Source: an optimization exercise on an open RTL-to-GDS flow (aim: small area, a short achievable clock period and few clock cycles per item). Production flows keep margins and buffers that such runs may drop. The RTL was checked by simulation tests, not by an equivalence proof against the original design.

==> design.v <==
package conv_pkg;
    typedef logic [4:0]                         col_addr_t;     
    typedef logic [4:0]                         band_t;
    typedef logic [4:0]                         kernel_t;
    typedef logic [8:0]                         param_addr_t;   
    typedef logic [5-1:0]                 pix_col_t;
    typedef logic signed [8-1:0]    weight_t;
    typedef logic signed [8-1:0]    bias_t;
    typedef logic signed [16-1:0]  sum_t;
    typedef logic [16-1:0]         act_t;          
    typedef enum logic [1:0] {
        SEQ_IDLE,
        SEQ_LOAD,       
        SEQ_SWEEP       
    } seq_state_t;
endpackage
module conv_decode (
    input  logic                   sclk,
    input  logic                   s_rst_n,
    input  logic                   cal_start,
    output logic                   busy,
    output conv_pkg::col_addr_t    data_rd_addr,
    output conv_pkg::band_t        row_cnt,
    output conv_pkg::param_addr_t  param_rd_addr,
    output conv_pkg::kernel_t      bias_rd_addr,
    output logic                   load_en,
    output logic [2:0]             load_col,
    output logic                   tag_vld
);
    conv_pkg::seq_state_t  state;
    conv_pkg::kernel_t     kernel;
    logic [2:0]  ld_cnt;     
    logic [2:0]  ld_col;
    assign ld_col        = (ld_cnt > 3'(5 - 1)) ? 3'(5 - 1) : ld_cnt;
    assign param_rd_addr = conv_pkg::param_addr_t'(kernel) * conv_pkg::param_addr_t'(5) + conv_pkg::param_addr_t'(ld_col);
    assign bias_rd_addr  = kernel;     
    assign busy          = (state != conv_pkg::SEQ_IDLE);
    always_ff @(posedge sclk or negedge s_rst_n) begin
        if (!s_rst_n) begin
            state        <= conv_pkg::SEQ_IDLE;
            kernel       <= '0;
            ld_cnt       <= '0;
            data_rd_addr <= '0;
            row_cnt      <= '0;
        end else begin
            case (state)
                conv_pkg::SEQ_IDLE: begin
                    if (cal_start) begin     
                        state        <= conv_pkg::SEQ_LOAD;
                        kernel       <= '0;
                        ld_cnt       <= '0;
                        data_rd_addr <= '0;
                        row_cnt      <= '0;
                    end
                end
                conv_pkg::SEQ_LOAD: begin
                    if (ld_cnt == 3'(5)) begin
                        state  <= conv_pkg::SEQ_SWEEP;
                        ld_cnt <= '0;
                    end else begin
                        ld_cnt <= ld_cnt + 3'd1;
                    end
                end
                conv_pkg::SEQ_SWEEP: begin
                    data_rd_addr <= data_rd_addr + conv_pkg::col_addr_t'(1);     
                    if (data_rd_addr == conv_pkg::col_addr_t'(32 - 1)) begin
                        if (row_cnt == conv_pkg::band_t'(8 - 1)) begin
                            row_cnt <= '0;
                            if (kernel == conv_pkg::kernel_t'(2 - 1)) begin
                                state <= conv_pkg::SEQ_IDLE;
                            end else begin
                                kernel <= kernel + conv_pkg::kernel_t'(1);
                                state  <= conv_pkg::SEQ_LOAD;
                            end
                        end else begin
                            row_cnt <= row_cnt + conv_pkg::band_t'(1);
                        end
                    end
                end
                default: state <= conv_pkg::SEQ_IDLE;
            endcase
        end
    end
    always_ff @(posedge sclk or negedge s_rst_n) begin
        if (!s_rst_n) begin
            load_en  <= 1'b0;
            load_col <= '0;
            tag_vld  <= 1'b0;
        end else begin
            load_en  <= (state == conv_pkg::SEQ_LOAD) && (ld_cnt < 3'(5));
            load_col <= ld_cnt;
            tag_vld  <= (state == conv_pkg::SEQ_SWEEP)
                        && (data_rd_addr >= conv_pkg::col_addr_t'(5 - 1))
                        && (data_rd_addr <= conv_pkg::col_addr_t'(28 - 1));
        end
    end
endmodule
module conv_execute (
    input  logic                sclk,
    input  logic                s_rst_n,
    input  conv_pkg::pix_col_t  col_data,
    input  conv_pkg::weight_t   param_w_h0,
    input  conv_pkg::weight_t   param_w_h1,
    input  conv_pkg::weight_t   param_w_h2,
    input  conv_pkg::weight_t   param_w_h3,
    input  conv_pkg::weight_t   param_w_h4,
    input  logic                load_en,
    input  logic [2:0]          load_col,
    input  logic                tag_vld,
    output conv_pkg::sum_t      sum,
    output logic                sum_vld
);
    conv_pkg::weight_t   w_in   [5];                 
    conv_pkg::weight_t   w_bank [5][5];        
    conv_pkg::pix_col_t  hist   [5-1];               
    conv_pkg::pix_col_t  win    [5];
    conv_pkg::sum_t      acc;
    assign w_in[0] = param_w_h0;
    assign w_in[1] = param_w_h1;
    assign w_in[2] = param_w_h2;
    assign w_in[3] = param_w_h3;
    assign w_in[4] = param_w_h4;
    always_ff @(posedge sclk) begin
        if (load_en) begin
            for (int r = 0; r < 5; r++) begin
                w_bank[r][load_col] <= w_in[r];
            end
        end
    end
    always_ff @(posedge sclk or negedge s_rst_n) begin
        if (!s_rst_n) begin
            for (int c = 0; c < 5 - 1; c++) begin
                hist[c] <= '0;
            end
        end else begin
            for (int c = 0; c < 5 - 2; c++) begin
                hist[c] <= hist[c+1];
            end
            hist[5-2] <= col_data;
        end
    end
    always_comb begin
        for (int c = 0; c < 5 - 1; c++) begin
            win[c] = hist[c];
        end
        win[5-1] = col_data;
    end
    always_comb begin
        acc = '0;
        for (int c = 0; c < 5; c++) begin
            for (int r = 0; r < 5; r++) begin
                if (win[c][r]) begin
                    acc = acc + conv_pkg::sum_t'(w_bank[r][c]);
                end
            end
        end
    end
    always_ff @(posedge sclk) begin
        sum <= acc;
    end
    always_ff @(posedge sclk or negedge s_rst_n) begin
        if (!s_rst_n) begin
            sum_vld <= 1'b0;
        end else begin
            sum_vld <= tag_vld;     
        end
    end
endmodule
module conv_result (
    input  logic            sclk,
    input  logic            s_rst_n,
    input  conv_pkg::sum_t  sum,
    input  logic            sum_vld,
    input  conv_pkg::bias_t param_bias,
    output conv_pkg::act_t  conv_rslt_act,
    output logic            conv_rslt_act_vld
);
    conv_pkg::sum_t  biased;
    assign biased = sum + conv_pkg::sum_t'(param_bias);
    always_ff @(posedge sclk) begin
        if (sum_vld) begin
            if (biased[16-1]) begin
                conv_rslt_act <= '0;
            end else begin
                conv_rslt_act <= conv_pkg::act_t'(biased);
            end
        end
    end
    always_ff @(posedge sclk or negedge s_rst_n) begin
        if (!s_rst_n) begin
            conv_rslt_act_vld <= 1'b0;
        end else begin
            conv_rslt_act_vld <= sum_vld;
        end
    end
endmodule
module conv_top (
    input  logic                   sclk,
    input  logic                   s_rst_n,
    input  logic                   cal_start,
    output logic                   busy,
    output conv_pkg::col_addr_t    data_rd_addr,
    output conv_pkg::band_t        row_cnt,
    input  conv_pkg::pix_col_t     col_data,
    output conv_pkg::param_addr_t  param_rd_addr,
    input  conv_pkg::weight_t      param_w_h0,
    input  conv_pkg::weight_t      param_w_h1,
    input  conv_pkg::weight_t      param_w_h2,
    input  conv_pkg::weight_t      param_w_h3,
    input  conv_pkg::weight_t      param_w_h4,
    output conv_pkg::kernel_t      bias_rd_addr,
    input  conv_pkg::bias_t        param_bias,
    output conv_pkg::act_t         conv_rslt_act,
    output logic                   conv_rslt_act_vld
);
    logic        load_en;
    logic [2:0]  load_col;
    logic        tag_vld;
    conv_pkg::sum_t        sum;
    logic        sum_vld;
    conv_decode u_decode (
        .sclk          (sclk),
        .s_rst_n       (s_rst_n),
        .cal_start     (cal_start),
        .busy          (busy),
        .data_rd_addr  (data_rd_addr),
        .row_cnt       (row_cnt),
        .param_rd_addr (param_rd_addr),
        .bias_rd_addr  (bias_rd_addr),
        .load_en       (load_en),
        .load_col      (load_col),
        .tag_vld       (tag_vld)
    );
    conv_execute u_execute (
        .sclk       (sclk),
        .s_rst_n    (s_rst_n),
        .col_data   (col_data),
        .param_w_h0 (param_w_h0),
        .param_w_h1 (param_w_h1),
        .param_w_h2 (param_w_h2),
        .param_w_h3 (param_w_h3),
        .param_w_h4 (param_w_h4),
        .load_en    (load_en),
        .load_col   (load_col),
        .tag_vld    (tag_vld),
        .sum        (sum),
        .sum_vld    (sum_vld)
    );
    conv_result u_result (
        .sclk              (sclk),
        .s_rst_n           (s_rst_n),
        .sum               (sum),
        .sum_vld           (sum_vld),
        .param_bias        (param_bias),
        .conv_rslt_act     (conv_rslt_act),
        .conv_rslt_act_vld (conv_rslt_act_vld)
    );
endmodule
==> run.sh <==
#!/bin/bash
# synth_recipe.tcl (not shown) runs the flow's synth.tcl, then flattens the netlist and writes it again
# the make line also repeats each setting of config.mk as NAME=value (left out here)
make -C /OpenROAD-flow-scripts/flow DESIGN_CONFIG=/design/flow/config.mk WORK_HOME=/design/flow/orfs CLKGATE_MAP_FILE= SYNTH_SCRIPT=/design/flow/synth_recipe.tcl finish
==> config.mk <==
export PLATFORM = sky130hd
export DESIGN_NAME = conv_top
export DESIGN_NICKNAME = conv_top
export VERILOG_FILES = /design/flow/design.v
export SDC_FILE = /design/flow/constraint.sdc
export NUM_CORES = 4
export LEC_CHECK = 0
export CAP_MARGIN = 20
export CORE_MARGIN = 2
export CORE_UTILIZATION = 40
export SLEW_MARGIN = 20
==> constraint.sdc <==
create_clock -name core_clock -period 28.0 [get_ports {sclk}]
set_input_delay 5.6000 -clock core_clock [delete_from_list [all_inputs] [get_ports {sclk}]]
set_output_delay 5.6000 -clock core_clock [all_outputs]
set_load 0.01 [all_outputs]
==> impl_metrics.toml <==
[synth]
synth-xor-area-share = 0.07258
yosys.area.top_type = "edfxtp_1"
synth_adder_area_share = 0.1645
ys_seq_area_frac = 0.2235
syn_inst = 4408
synth_top_area_share = 0.1814
synth_async_sr_flop_share = 0.1691
synth_warnings = 6
synthDistinctLibCells = 102
synthTopCellsByArea = "edfxtp_1, ha_1, nand2_1, mux2i_1, o21ai_0"
synth_compound_area_frac = 0.2467
synthMuxAreaShare = 0.08144
synth-seq-cells = 278
synth-simple-area-share = 0.1652
synth_top_family_by_area = "compound AO/OA/AOI/OAI gates"
synth-edff-count = 215
synth_area_per_cell_sq_um = 8.072
ys.flop_type = "edfxtp_1"
syn_area_sq_mm = 0.03558

[drt]
drtIter0Drc = 2704
ant_nets = 0
vias_per_cell = 5.870
wl_per_cell_um = 21.22
vias = 32980
wirelength_um = 119200
drt-pass1-iter-count = 6
drc = 0

[cts]
cts.clk_slew.worst_paths_ns = 0.06
cts_tree = "yes"
insertion_delay_ns = 0.56
clock_path_buffers = 3
cts.sinks = 278
cts_buffers = 34
cts-root-buf = "clkbuf_16"
htreeDepth = 2

[global_route]
grt_max_degree = 48
grt_usage = 0.2542
grt_overflow = 0
grt_first_pass_wirelength_um = 180900
antenna_found_initial = 5
grt_pass1_vias = 30700

[sta]
tightest_slew_ns = 1.286
max_freq_mhz = 37.74
finalSetupTns_ns = 0
period_minus_slack_ns = 26.49
finalCritPeriodShare = 0.9462
setup_violations = 0
final-hold-violation-count = 0
slew_headroom = 0.1208
layout_setup_ws_ns = 1.506
drv_slew = 0
fin_skew_ns = 0.02807

[placement]
place_area_sq_mm = 0.03757
place.gp.congestion = 0.9543
io_buffers = 95
pre_cts_ws_ns = -0.4521
dp_hpwl_um = 89430

[floorplanning]
initial_core_util = 0.4033
die_h_um = 302.3
coreArea_sq_mm = 0.08824
die_w_um = 302.3
pin_count = 98
fp-row-count = 109
die_area_sq_mm = 0.09136

[layout]
layout-drive-gt1-share = 0.08605
final_common_cell = "nand2_1"
finalNetCount = 4932
layout_common_cells = "nand2_1, ha_1, o21ai_0"
areaGrowthSynthToFinish_pct = 11.08
final_area_sq_mm = 0.03952
fillers = 8832

[critical_path]
start_kind = "register"
path_max_fanout = 8
worstPathArrival_ns = 26.91
max_stage_delay_ns = 0.53
cp_common_cell = "ha_1"
crit_type = "reg2reg"
end_kind = "register"
critPathSlowestCell = "or4_1"
critPathRequiredTime_ns = 28.42

[job]
maxCapViolations = 0

[hold_path]
hp-class = "reg2reg"

[run_status]
status = "timing/DRC/antenna clean"
## final cells by class
type,count,area [sq um],area share
Sequential cell,278,7954,0.2012
Antenna cell,2,5.005,0.0001266
Clock buffer,46,957.2,0.02422
Inverter,246,923.4,0.02336
Timing Repair Buffer,167,1456,0.03685
Clock inverter,16,183.9,0.004654
Multi-Input combinational cell,3698,26590,0.6727
Tap cell,1165,1458,0.03688
## sequential cells by signal, indices dropped and copies added, names as in the netlist
signal and cells:
u_execute.w_bank 200, u_decode.ld_cnt 3, u_result.conv_rslt_act 15, u_decode.data_rd_addr 5, u_execute.sum_vld 1, u_result.conv_rslt_act_vld 1
u_decode.kernel 5, u_decode.load_col 3, u_execute.sum 16, u_decode.load_en 1, u_execute.hist 20, u_decode.row_cnt 5
u_decode.state 2, u_decode.tag_vld 1
## repair_timing
action	4_1_cts	5_1_grt
hold buffers	0	0
setup buffers	0	29
pin swaps	0	22
setup endpoints to repair	3	5
gates resized for setup	3	136
## critical path, delay by kind of cell (launching register included)
kind                     cells  cell delay, ns
AND/OR/NAND/NOR             44            8.66
multiplexers                 4            1.08
flip-flops                   1            0.44
XOR/XNOR                    14            2.12
buffers and inverters        6            0.40
AO/OA/AOI/OAI               38            5.85
adder cells (fa/ha/maj)     25            7.78
## stage by stage
stage / instances / utilization / hold WS, ns
finish: 5618 / 0.4479 / 0.3634
global route: 5618 / 0.4479 / 0.3563
CTS: 5586 / 0.4389 / 0.3554
detailed placement: 5524 / 0.4258 / 0.3426
global placement: 5524 / 0.4258 / 0.3371
floorplan: 4409 / - / 0.3312
## metal layers
layer / GRT usage / part of all wire / vias to the layer above
li1: - / - / 16068
met1: 0.3568 / 0.45 / 15563
met2: 0.4056 / 0.44 / 1154
met3: 0.03096 / 0.069 / 193
met4: 0.08098 / 0.033 / 2
met5: 0 / 0.000084 / -
## cell usage after synthesis, drive strengths merged, types with 10 or more instances
master     n
nand2    552
ha       423
o21ai    407
a21oi    351
nor2     345
inv      240
edfxtp   215
mux2i    198
xnor2    172
clkbuf   155
a21o     119
xor2     110
o21a      82
mux2      80
nand3     72
nor3      66
dfrtp     47
nor2b     45
a31oi     44
nand2b    42
o21bai    42
a21boi    40
or3       40
o31ai     36
buf       32
a211oi    31
o211ai    30
fa        28
and2      26
and3      26
nand3b    19
or2       17
dfxtp     16
nand4     14
nor4      14
a31o      13
o221ai    13
nor3b     12
a311oi    11
o2111ai   11
a2111oi   10
a211o     10
a21bo     10
a22oi     10
o311ai    10
## kinds of logic (layout without fill, tap and decap cells)
family,count (synthesis),after routing
compound gates,1369,1369
buf+inv,433,475
other cells,1,4
mux,278,278
simple gates,1311,1311
flops,278,278
xor+xnor,287,287
fa+ha+maj,451,451
## worst paths after layout
| check | depth (start not counted) | slack, ns | endpoint | from |
|---|---|---|---|---|
| setup / recovery | 131 | 1.51 | u_execute.sum[15]$_DFF_P_ | u_execute.hist[0][0]$_DFF_PN0_ |
| hold / removal | 0 | 0.36 | u_execute.sum_vld$_DFF_PN0_ | u_decode.tag_vld$_DFF_PN0_ |
| setup reg to reg | 131 | 1.51 | u_execute.sum[15]$_DFF_P_ | u_execute.hist[0][0]$_DFF_PN0_ |
| hold reg to reg | 0 | 0.36 | u_execute.sum_vld$_DFF_PN0_ | u_decode.tag_vld$_DFF_PN0_ |
| max in group asynchronous | 2 | 22.12 | u_execute.hist[0][0]$_DFF_PN0_ | s_rst_n |
| min in group asynchronous | 2 | 5.26 | u_decode.data_rd_addr[1]$_DFFE_PN0P_ | s_rst_n |
Testbench counts, summed over its fixed seeds: cycles 25,200, results 18,432.

## what the ideal ports hide
No port has a modelled driver above. Below, the same layout with a new extraction and two added sets of constraints. Step 1, drivers: a clkbuf_16 drives sclk and a buf_2 each remaining input, both assumed. Step 2 adds t to the input delays and takes it off the output delays; t is the mean of the earliest and latest rising clock arrival at the registers after step 1. Input paths then give back, and output paths get back, about the clock's delay inside the block. Three values: ideal, step 1, step 2; two values: the first two.
t (ns): 0.611
slack for setup (ns): 1.506 / 1.506 / 1.506
worst data-port slew with drivers (ns): 0.10
After both steps this run still meets setup and hold. For this run, drivers alone change the setup slack by 0.000 ns; drivers and shift together by 0.000 ns.
